This is an optimization exercise on Yosys and OpenROAD, whose aim is small area, not a production implementation. RTL that was checked went through simulation tests only; none was proved equivalent to the original. Power and IR drop assume default switching activity.

Setup of try-zinc:
## envelope_bank
module envelope_bank #(
  parameter int VOICES     = 8,
  parameter int OUT_WIDTH  = 16,
  parameter int FRAC_WIDTH = 8,
  parameter int TICK_DIV   = 1042,
  parameter int LEGATO     = 1,
  localparam int ACC_WIDTH = OUT_WIDTH + FRAC_WIDTH
) (
  input  logic                          clock_50_000_000,
  input  logic                          reset_l,
  input  logic [VOICES-1:0]             note_on,
  input  logic [VOICES-1:0]             note_off,
  input  logic [ACC_WIDTH-1:0]          attack_rate,
  input  logic [ACC_WIDTH-1:0]          decay_rate,
  input  logic [ACC_WIDTH-1:0]          release_rate,
  input  logic [OUT_WIDTH-1:0]          sustain_level,
  output logic [VOICES*OUT_WIDTH-1:0]   envelope,
  output logic [VOICES-1:0]             envelope_end,
  output logic [VOICES-1:0]             active
);
export LEC_CHECK = 0
export CAP_MARGIN = 20
export CORE_MARGIN = 2
export CORE_UTILIZATION = 55
export GPL_TIMING_DRIVEN = 0
export SLEW_MARGIN = 20
create_clock -name core_clock -period 20.0 [get_ports {clock_50_000_000}]
standard.sh (not shown) runs the stock make flow with config.mk's settings and CLKGATE_MAP_FILE= SYNTH_SCRIPT=/design/flow/synth_recipe.tcl, a recipe that flattens the netlist after the stock synthesis.
==> flow/flow/run.sh <==
#!/bin/bash
# Own layout flow: the standard synthesis, then an area re-mapping of its
# combinational logic (flip-flops untouched), then the standard layout steps with
# small port buffers and a clock tree without dummy loads.
set -euo pipefail
W=$PWD
R=$W/orfs/results/$FLOW_PLATFORM/envelope_bank/base
YOSYS=$(command -v yosys || echo "$FLOW_HOME/../tools/install/yosys/bin/yosys")

bash standard.sh synth > $W/log_1_standard_synth.log 2>&1
cp $R/1_2_yosys.v $W/standard_synth.v

DONT_USE=$(sed -n '/^export DONT_USE_CELLS/,/^$/p' $FLOW_HOME/platforms/$FLOW_PLATFORM/config.mk | grep -o 'sky130_fd_sc_hd__[a-z0-9_]*' | tr '\n' ' ')
REMAP_LIB=$FLOW_HOME/platforms/$FLOW_PLATFORM/lib/sky130_fd_sc_hd__tt_025C_1v80.lib \
REMAP_IN=$W/standard_synth.v REMAP_OUT=$W/remapped.v REMAP_TOP=$FLOW_TOP \
REMAP_ABC=$W/flow/remap.abc REMAP_DONT_USE="$DONT_USE" \
  $YOSYS -c $W/flow/remap.tcl > $W/log_2_remap.log 2>&1

cp $W/remapped.v $R/1_2_yosys.v
rm -f $R/1_synth.odb $R/1_synth.sdc

bash standard.sh \
  "BUFFER_PORTS_ARGS=-buffer_cell sky130_fd_sc_hd__buf_1" \
  "CTS_ARGS=-sink_clustering_enable -repair_clock_nets -dont_use_dummy_load -buf_list sky130_fd_sc_hd__clkbuf_8 -sink_clustering_size 15 -sink_clustering_max_diameter 80" \
  finish > $W/log_3_layout.log 2>&1
==> flow/flow/remap.abc <==
strash
&get -n
&deepsyn -T 30
&put
&get -n
&dch -f
&nf -R 1000
&put
==> flow/flow/remap.tcl <==
# Re-map the combinational logic of the standard synthesis netlist for area.
# Every flip-flop instance of the standard synthesis is kept as it is (same names,
# same cells); only the gates between them are re-optimised and re-mapped.
yosys -import
set lib $::env(REMAP_LIB)
read_liberty -overwrite -ignore_miss_func -setattr liberty_cell $lib
# sequential, tie and physical cells stay black boxes
foreach m [split [exec sh -c "grep -o 'cell (\"sky130_fd_sc_hd__\[a-z0-9_\]*' $lib | sed 's/cell (\"//' | grep -E '__(df|sdf|edf|sedf|dl|conb|tap|fill|decap|diode)'"] "\n"] {
  blackbox $m
}
read_verilog $::env(REMAP_IN)
hierarchy -top $::env(REMAP_TOP)
flatten
delete t:\$scopeinfo
opt_clean -purge
opt -full
set dont {}
foreach c $::env(REMAP_DONT_USE) {
  lappend dont -dont_use $c
}
abc -script $::env(REMAP_ABC) -liberty $lib {*}$dont
read_liberty -lib -ignore_redef $lib
opt_clean -purge
hilomap -singleton -hicell sky130_fd_sc_hd__conb_1 HI -locell sky130_fd_sc_hd__conb_1 LO
splitnets
opt_clean -purge
insbuf -buf sky130_fd_sc_hd__buf_1 A X
hierarchy -top $::env(REMAP_TOP)
check -assert
tee -o $::env(REMAP_OUT).stat stat -liberty $lib
write_verilog -noattr -noexpr -nohex -nodec $::env(REMAP_OUT)
try-zinc reached the end of the flow, and the finished layout is clean on the timing, DRC and antenna checks.
Inputs modified between try-zinc and try-quartz:
--- a/flow/flow/run.sh
+++ b/flow/flow/run.sh
@@ -2,5 +2,5 @@
 # Own layout flow: the standard synthesis, then an area re-mapping of its
 # combinational logic (flip-flops untouched), then the standard layout steps with
-# small port buffers and a clock tree without dummy loads.
+# small port buffers and a clock tree of small clusters without dummy loads.
 set -euo pipefail
 W=$PWD
@@ -11,11 +11,20 @@
 cp $R/1_2_yosys.v $W/standard_synth.v
 
+# Re-map with a few ABC seeds in parallel; keep the smallest result.
 DONT_USE=$(sed -n '/^export DONT_USE_CELLS/,/^$/p' $FLOW_HOME/platforms/$FLOW_PLATFORM/config.mk | grep -o 'sky130_fd_sc_hd__[a-z0-9_]*' | tr '\n' ' ')
-REMAP_LIB=$FLOW_HOME/platforms/$FLOW_PLATFORM/lib/sky130_fd_sc_hd__tt_025C_1v80.lib \
-REMAP_IN=$W/standard_synth.v REMAP_OUT=$W/remapped.v REMAP_TOP=$FLOW_TOP \
-REMAP_ABC=$W/flow/remap.abc REMAP_DONT_USE="$DONT_USE" \
-  $YOSYS -c $W/flow/remap.tcl > $W/log_2_remap.log 2>&1
-
-cp $W/remapped.v $R/1_2_yosys.v
+for s in 1 2 3 4; do
+  sed "s/@SEED@/$s/" $W/flow/remap.abc.in > $W/remap_$s.abc
+  REMAP_LIB=$FLOW_HOME/platforms/$FLOW_PLATFORM/lib/sky130_fd_sc_hd__tt_025C_1v80.lib \
+  REMAP_IN=$W/standard_synth.v REMAP_OUT=$W/remapped_$s.v REMAP_TOP=$FLOW_TOP \
+  REMAP_ABC=$W/remap_$s.abc REMAP_DONT_USE="$DONT_USE" \
+    $YOSYS -c $W/flow/remap.tcl > $W/log_2_remap_$s.log 2>&1 &
+done
+wait
+best=$(for s in 1 2 3 4; do
+  a=$(grep "Chip area" $W/remapped_$s.v.stat 2>/dev/null | awk '{print $NF}')
+  [[ -n "$a" ]] && echo "$a $s"
+done | sort -g | head -1 | awk '{print $2}')
+echo "picked seed $best" > $W/log_2_remap_pick.log
+cp $W/remapped_$best.v $R/1_2_yosys.v
 rm -f $R/1_synth.odb $R/1_synth.sdc
 
==> flow/flow/remap.abc.in (new file) <==
strash
&get -n
&deepsyn -T 30 -S @SEED@
&put
&get -n
&dch -f
&nf -R 1000
&put
--- a/flow/config.mk
+++ b/flow/config.mk
@@ -6,7 +6,6 @@
 export NUM_CORES = 4
 export LEC_CHECK = 0
-export CAP_MARGIN = 20
+export CAP_MARGIN = 10
 export CORE_MARGIN = 2
 export CORE_UTILIZATION = 55
-export GPL_TIMING_DRIVEN = 0
-export SLEW_MARGIN = 20
+export SLEW_MARGIN = 10
removed: flow/flow/remap.abc
[summary]
- Sequential share of layout area | try-quartz above try-zinc
- Between try-zinc and try-quartz, the difference in required arrival time at the worst endpoint is negligible.
- Side by side, met3 wire length turned out higher in try-quartz than in try-zinc.
Input-level comparison between try-xenon and try-quartz:
==> flow/flow/run.sh <==
#!/bin/bash
# Own layout flow: the standard synthesis, then an area re-mapping of its
# combinational logic (flip-flops untouched), then the standard layout steps with
# small port buffers and a clock tree without dummy loads.
set -euo pipefail
W=$PWD
R=$W/orfs/results/$FLOW_PLATFORM/envelope_bank/base
YOSYS=$(command -v yosys || echo "$FLOW_HOME/../tools/install/yosys/bin/yosys")

bash standard.sh synth > $W/log_1_standard_synth.log 2>&1
cp $R/1_2_yosys.v $W/standard_synth.v

DONT_USE=$(sed -n '/^export DONT_USE_CELLS/,/^$/p' $FLOW_HOME/platforms/$FLOW_PLATFORM/config.mk | grep -o 'sky130_fd_sc_hd__[a-z0-9_]*' | tr '\n' ' ')
REMAP_LIB=$FLOW_HOME/platforms/$FLOW_PLATFORM/lib/sky130_fd_sc_hd__tt_025C_1v80.lib \
REMAP_IN=$W/standard_synth.v REMAP_OUT=$W/remapped.v REMAP_TOP=$FLOW_TOP \
REMAP_ABC=$W/flow/remap.abc REMAP_DONT_USE="$DONT_USE" \
  $YOSYS -c $W/flow/remap.tcl > $W/log_2_remap.log 2>&1

cp $W/remapped.v $R/1_2_yosys.v
rm -f $R/1_synth.odb $R/1_synth.sdc

bash standard.sh \
  "BUFFER_PORTS_ARGS=-buffer_cell sky130_fd_sc_hd__buf_1" \
  "CTS_ARGS=-sink_clustering_enable -repair_clock_nets -dont_use_dummy_load -buf_list {sky130_fd_sc_hd__clkbuf_4 sky130_fd_sc_hd__clkbuf_8}" \
  finish > $W/log_3_layout.log 2>&1
==> flow/flow/remap.abc (new file) <==
strash
&get -n
&deepsyn -T 30
&put
&get -n
&dch -f
&nf -R 1000
&put
--- a/flow/config.mk
+++ b/flow/config.mk
@@ -6,6 +6,6 @@
 export NUM_CORES = 4
 export LEC_CHECK = 0
-export CAP_MARGIN = 10
+export CAP_MARGIN = 20
 export CORE_MARGIN = 2
 export CORE_UTILIZATION = 55
-export SLEW_MARGIN = 10
+export SLEW_MARGIN = 20
removed: flow/flow/remap.abc.in
- Compared with try-quartz, try-xenon degrades fmax.
- try-quartz → try-xenon: post-layout minimum cycle time has increased; peak supply drop went down by about 21%.
- The run showing the greater power consumed by the clock network is try-xenon.
- try-xenon vs try-quartz — filler cell count rose about 1.8%.
Function was not checked in any run of this note: the RTL went through the layout flow alone.

---

## violet
Another version of the RTL of envelope_bank (not shown whole).
For scale: ~900 cells after synthesis, ~250 I/O pins, roughly 9900 sq um of cells after synthesis.
// envelope_bank
module envelope_bank #(
  parameter int VOICES     = 8,
  parameter int OUT_WIDTH  = 16,
  parameter int FRAC_WIDTH = 8,
  parameter int TICK_DIV   = 1042,
  parameter int LEGATO     = 1,
  localparam int ACC_WIDTH = OUT_WIDTH + FRAC_WIDTH
) (
  input  logic                          clock_50_000_000,
  input  logic                          reset_l,
  input  logic [VOICES-1:0]             note_on,
  input  logic [VOICES-1:0]             note_off,
  input  logic [ACC_WIDTH-1:0]          attack_rate,
  input  logic [ACC_WIDTH-1:0]          decay_rate,
  input  logic [ACC_WIDTH-1:0]          release_rate,
  input  logic [OUT_WIDTH-1:0]          sustain_level,
  output logic [VOICES*OUT_WIDTH-1:0]   envelope,
  output logic [VOICES-1:0]             envelope_end,
  output logic [VOICES-1:0]             active
);
Settings: LEC_CHECK=0, CAP_MARGIN=20, CORE_MARGIN=2, CORE_UTILIZATION=65, SLEW_MARGIN=20; clock period 20.0 ns.
==> flow/flow/run.sh <==
#!/bin/bash
# Own layout flow: the standard synthesis, then an area re-mapping of its
# combinational logic (flip-flops untouched), then the standard layout steps with
# small port buffers and a clock tree of small clusters without dummy loads.
set -euo pipefail
W=$PWD
R=$W/orfs/results/$FLOW_PLATFORM/envelope_bank/base
YOSYS=$(command -v yosys || echo "$FLOW_HOME/../tools/install/yosys/bin/yosys")

bash standard.sh synth > $W/log_1_standard_synth.log 2>&1
cp $R/1_2_yosys.v $W/standard_synth.v

# Re-map with a few ABC seeds in parallel; keep the smallest result.
DONT_USE=$(sed -n '/^export DONT_USE_CELLS/,/^$/p' $FLOW_HOME/platforms/$FLOW_PLATFORM/config.mk | grep -o 'sky130_fd_sc_hd__[a-z0-9_]*' | tr '\n' ' ')
run_remap() {
  local s=$1
  sed "s/@SEED@/$s/" $W/flow/remap_$(( s % 2 )).abc.in > $W/remap_$s.abc
  REMAP_LIB=$FLOW_HOME/platforms/$FLOW_PLATFORM/lib/sky130_fd_sc_hd__tt_025C_1v80.lib \
  REMAP_IN=$W/standard_synth.v REMAP_OUT=$W/remapped_$s.v REMAP_TOP=$FLOW_TOP \
  REMAP_ABC=$W/remap_$s.abc REMAP_DONT_USE="$DONT_USE" \
    $YOSYS -c $W/flow/remap.tcl > $W/log_2_remap_$s.log 2>&1 || return 0
  REMAP_LIB=$FLOW_HOME/platforms/$FLOW_PLATFORM/lib/sky130_fd_sc_hd__tt_025C_1v80.lib \
  REMAP_TOP=$FLOW_TOP EQ_GOLD=$W/standard_synth.v EQ_GATE=$W/remapped_$s.v \
    $YOSYS -c $W/flow/eqcheck.tcl > $W/log_2_eqcheck_$s.log 2>&1 && touch $W/remapped_$s.ok || true
}
for batch in "1 2 3 4" "5 6 7 8" "9 10 11 12" "13 14 15 16"; do
  for s in $batch; do run_remap $s & done
  wait
done
best=$(for s in $(seq 1 16); do
  [[ -f $W/remapped_$s.ok ]] || continue
  a=$(grep "Chip area" $W/remapped_$s.v.stat 2>/dev/null | awk '{print $NF}')
  [[ -n "$a" ]] && echo "$a $s"
done | sort -g | head -1 | awk '{print $2}')
if [[ -n "$best" ]]; then
  echo "picked seed $best" > $W/log_2_remap_pick.log
  cp $W/remapped_$best.v $R/1_2_yosys.v
  rm -f $R/1_synth.odb $R/1_synth.sdc
else
  echo "no re-mapped netlist passed; keeping the standard synthesis" > $W/log_2_remap_pick.log
fi

bash standard.sh \
  "BUFFER_PORTS_ARGS=-buffer_cell sky130_fd_sc_hd__buf_1" \
  "CTS_ARGS=-sink_clustering_enable -repair_clock_nets -dont_use_dummy_load -buf_list sky130_fd_sc_hd__clkbuf_4 -sink_clustering_size 10 -sink_clustering_max_diameter 40" \
  finish > $W/log_3_layout.log 2>&1
==> flow/flow/eqcheck.tcl <==
# Combinational equivalence of a re-mapped netlist against the standard synthesis:
# the flip-flops (black boxes, same instance names) are the cut points.
yosys -import
set lib $::env(REMAP_LIB)
read_liberty -overwrite -ignore_miss_func $lib
foreach m [split [exec sh -c "grep -o 'cell (\"sky130_fd_sc_hd__\[a-z0-9_\]*' $lib | sed 's/cell (\"//' | grep -E '__(df|sdf|edf|sedf|dl|conb|tap|fill|decap|diode)'"] "\n"] {
  blackbox $m
}
read_verilog $::env(EQ_GOLD)
yosys rename $::env(REMAP_TOP) gold
read_verilog $::env(EQ_GATE)
yosys rename $::env(REMAP_TOP) gate
hierarchy -check
flatten gold gate
delete t:\$scopeinfo
opt_clean
yosys rename -hide w:* i:* o:* %u %d
equiv_make gold gate equiv
hierarchy -top equiv
equiv_simple

equiv_status -assert
Other scripts of this flow, unchanged in this note and not shown: flow/flow/remap.tcl, flow/flow/remap_0.abc.in, flow/flow/remap_1.abc.in
violet completed end to end with timing, DRC and antenna clean.
diff inputs: violet => fjord
- CORE_UTILIZATION now 75, was 65
--- a/flow/flow/run.sh
+++ b/flow/flow/run.sh
@@ -45 +45 @@
-  "CTS_ARGS=-sink_clustering_enable -repair_clock_nets -dont_use_dummy_load -buf_list sky130_fd_sc_hd__clkbuf_4 -sink_clustering_size 10 -sink_clustering_max_diameter 40" \
+  "CTS_ARGS=-sink_clustering_enable -repair_clock_nets -dont_use_dummy_load -buf_list sky130_fd_sc_hd__clkbuf_8 -sink_clustering_size 15 -sink_clustering_max_diameter 80" \
## What came out
fjord ran to completion and came out clean on the timing, DRC and antenna checks. In summary, violet completed successfully, with a layout that passed the timing, DRC and antenna checks. For clock share of power, fjord and violet come out practically identical. Via count on fjord is behind violet. Final count of pins violating max slew came out exactly the same in violet and fjord. fjord ends up with lower setup slack after layout than violet does.
Inputs modified between fjord and tundra:
- a change of CORE_UTILIZATION from 75 to 55
--- a/flow/flow/run.sh
+++ b/flow/flow/run.sh
@@ -26,5 +26,5 @@
-for batch in "1 2 3 4" "5 6 7 8" "9 10 11 12" "13 14 15 16"; do
-  for s in $batch; do run_remap $s & done
-  wait
-done
-best=$(for s in $(seq 1 16); do
+for s in 1 2 3 4; do run_remap $s & done
+wait
+for s in 5 6 7 8; do run_remap $s & done
+wait
+best=$(for s in 1 2 3 4 5 6 7 8; do
==> comparison <==
tundra ended with more critical path depth than fjord. Ratio of final minimum period to clock period was higher in the run labelled tundra. tundra: average footprint of a synthesized cell is about 0.9% lower than what fjord reported. tundra vs fjord: number of global-route vias before repair down. Of fjord and tundra, the higher power belongs to fjord. Every stage of the flow completed for tundra, and the final layout passed the timing, DRC and antenna checks.
### tundra -> maple
- CORE_UTILIZATION: 55 -> 65
--- a/flow/flow/run.sh
+++ b/flow/flow/run.sh
@@ -26,5 +26,5 @@
-for s in 1 2 3 4; do run_remap $s & done
-wait
-for s in 5 6 7 8; do run_remap $s & done
-wait
-best=$(for s in 1 2 3 4 5 6 7 8; do
+for batch in "1 2 3 4" "5 6 7 8" "9 10 11 12" "13 14 15 16"; do
+  for s in $batch; do run_remap $s & done
+  wait
+done
+best=$(for s in $(seq 1 16); do
@@ -37,0 +38,8 @@
+  # stronger drive for gates with many loads; kept only if still equivalent
+  python3 $W/flow/upsize.py $FLOW_HOME/platforms/$FLOW_PLATFORM/lib/sky130_fd_sc_hd__tt_025C_1v80.lib \
+    $W/remapped_$best.v $W/upsized.v 14 > $W/log_2_upsize.log 2>&1 || true
+  if [[ -s $W/upsized.v ]] && REMAP_LIB=$FLOW_HOME/platforms/$FLOW_PLATFORM/lib/sky130_fd_sc_hd__tt_025C_1v80.lib \
+      REMAP_TOP=$FLOW_TOP EQ_GOLD=$W/standard_synth.v EQ_GATE=$W/upsized.v \
+      $YOSYS -c $W/flow/eqcheck.tcl > $W/log_2_eqcheck_upsized.log 2>&1; then
+    cp $W/upsized.v $R/1_2_yosys.v
+  fi
==> flow/flow/upsize.py (new file) <==
#!/usr/bin/env python3
"""Give gates that drive many loads the next drive strength (_2), so that placement
does not have to buffer those nets. Usage: upsize.py LIB IN.v OUT.v MIN_FANOUT"""
import re, sys
lib, src, dst, minfo = sys.argv[1], sys.argv[2], sys.argv[3], int(sys.argv[4])
cells = set(re.findall(r'cell \("?(sky130_fd_sc_hd__\w+)"?\)', open(lib).read()))
text = open(src).read()
inst_re = re.compile(r'(sky130_fd_sc_hd__(\w+?)_(\d+)) (\S+) \((.*?)\);', re.S)
pin_re = re.compile(r'\.(\w+)\(([^()]*)\)')
outs = {'X', 'Y', 'Q', 'Q_N', 'COUT', 'SUM', 'HI', 'LO'}
fanout = {}
insts = []
for m in inst_re.finditer(text):
    pins = pin_re.findall(m.group(5))
    insts.append((m, pins))
    for p, n in pins:
        if p not in outs and p != 'CLK':
            fanout[n.strip()] = fanout.get(n.strip(), 0) + 1
out, last, n_up = [], 0, 0
for m, pins in insts:
    base, drive = m.group(2), m.group(3)
    new = None
    if not re.match(r'(df|sdf|edf|dl|conb|buf|clkbuf|inv|clkinv)', base) and drive in ('0', '1'):
        drv = [n.strip() for p, n in pins if p in outs]
        if drv and fanout.get(drv[0], 0) >= minfo and f'sky130_fd_sc_hd__{base}_2' in cells:
            new = f'sky130_fd_sc_hd__{base}_2'
    if new:
        out.append(text[last:m.start(1)]); out.append(new); last = m.end(1); n_up += 1
out.append(text[last:])
open(dst, 'w').write(''.join(out))
print(f'upsized {n_up} gates with fanout >= {minfo}')
==> notes.md <==
Final hold slack delta (tundra -> maple): insignificant
maple closes out successfully: all stages finished, all timing, DRC and antenna checks passed.
Diff tundra -> maple: fraction of met3 tracks used by global routing higher, worst-case setup margin in the final layout higher, number of cells in the design after placement lower, pre-CTS worst setup slack higher, clock network power consumption roughly the same.
What lagoon does differently from maple at the input level:
- GPL_TIMING_DRIVEN: unset -> 0
--- a/flow/flow/run.sh
+++ b/flow/flow/run.sh
@@ -38,8 +37,0 @@
-  # stronger drive for gates with many loads; kept only if still equivalent
-  python3 $W/flow/upsize.py $FLOW_HOME/platforms/$FLOW_PLATFORM/lib/sky130_fd_sc_hd__tt_025C_1v80.lib \
-    $W/remapped_$best.v $W/upsized.v 14 > $W/log_2_upsize.log 2>&1 || true
-  if [[ -s $W/upsized.v ]] && REMAP_LIB=$FLOW_HOME/platforms/$FLOW_PLATFORM/lib/sky130_fd_sc_hd__tt_025C_1v80.lib \
-      REMAP_TOP=$FLOW_TOP EQ_GOLD=$W/standard_synth.v EQ_GATE=$W/upsized.v \
-      $YOSYS -c $W/flow/eqcheck.tcl > $W/log_2_eqcheck_upsized.log 2>&1; then
-    cp $W/upsized.v $R/1_2_yosys.v
-  fi
@@ -50,0 +43,2 @@
+# Layout: repair may not use buffers larger than buf_4.
+BIG_BUFS="sky130_fd_sc_hd__buf_6 sky130_fd_sc_hd__buf_8 sky130_fd_sc_hd__buf_12 sky130_fd_sc_hd__buf_16 sky130_fd_sc_hd__bufbuf_8 sky130_fd_sc_hd__bufbuf_16"
@@ -51,0 +46 @@
+  "DONT_USE_CELLS=$DONT_USE $BIG_BUFS" \
removed: flow/flow/upsize.py
lagoon: flow completed, timing, DRC and antenna clean. Relative to maple, the maximum frequency measured on lagoon has decreased by a little under 10%. Static power due to leakage | lagoon above maple. A cell type of the slowest stage on the worst timing path of o22ai_1 is what maple shows, while and2_1 belongs to lagoon. Sort lagoon and maple by met3 usage in global routing asc -> top: maple. Share of cells above drive strength 1: lagoon vs maple down 0.22 points. Taking maple as the reference, in lagoon final routed wire length divided by cell count lost 1.7%, number of diodes added for antenna fixing lost 1, multi-input gate share of total cell area was more or less identical. On clock-pin slew reported for the worst setup and hold paths after clock tree synthesis, lagoon and maple are neck and neck. lagoon leaves less setup margin than maple.

afterwards: timing with drivers on the ports:
The results above use ideal ports. As a check the final layouts listed here were re-extracted and re-timed, cells and wires unchanged.
Step 1, drivers: a clkbuf_16 drives clock_50_000_000 and a buf_2 each remaining input, both assumed.
Step 2 moves the port delays by t, midway between the first and last clock arrival at a register: inputs arrive t later, outputs are due t later. That takes back most of the time a late clock gives input paths.
a / b / c = no drivers / after step 1 / after step 2; a / b = the first two.
run	t, ns	setup slack, ns	worst setup path after step 2	pins driven straight from the clock port
try-zinc	0.564	5.275 / 5.275 / 5.275	register to register	1
try-quartz	0.566	6.648 / 6.669 / 6.103	input to register	1
try-xenon	0.566	6.415 / 6.438 / 5.873	input to register	1
violet	0.656	6.487 / 6.506 / 5.850	input to register	1
fjord	0.542	6.159 / 6.177 / 5.635	input to register	1
tundra	0.559	5.541 / 5.562 / 5.003	input to register	1
maple	0.556	6.144 / 6.144 / 5.659	input to register	1
lagoon	0.545	5.098 / 5.098 / 5.098	register to register	1
After both steps every run listed still meets setup and hold. For violet, which loses most, drivers alone change the setup slack by +0.019 ns; drivers and shift together by -0.637 ns.
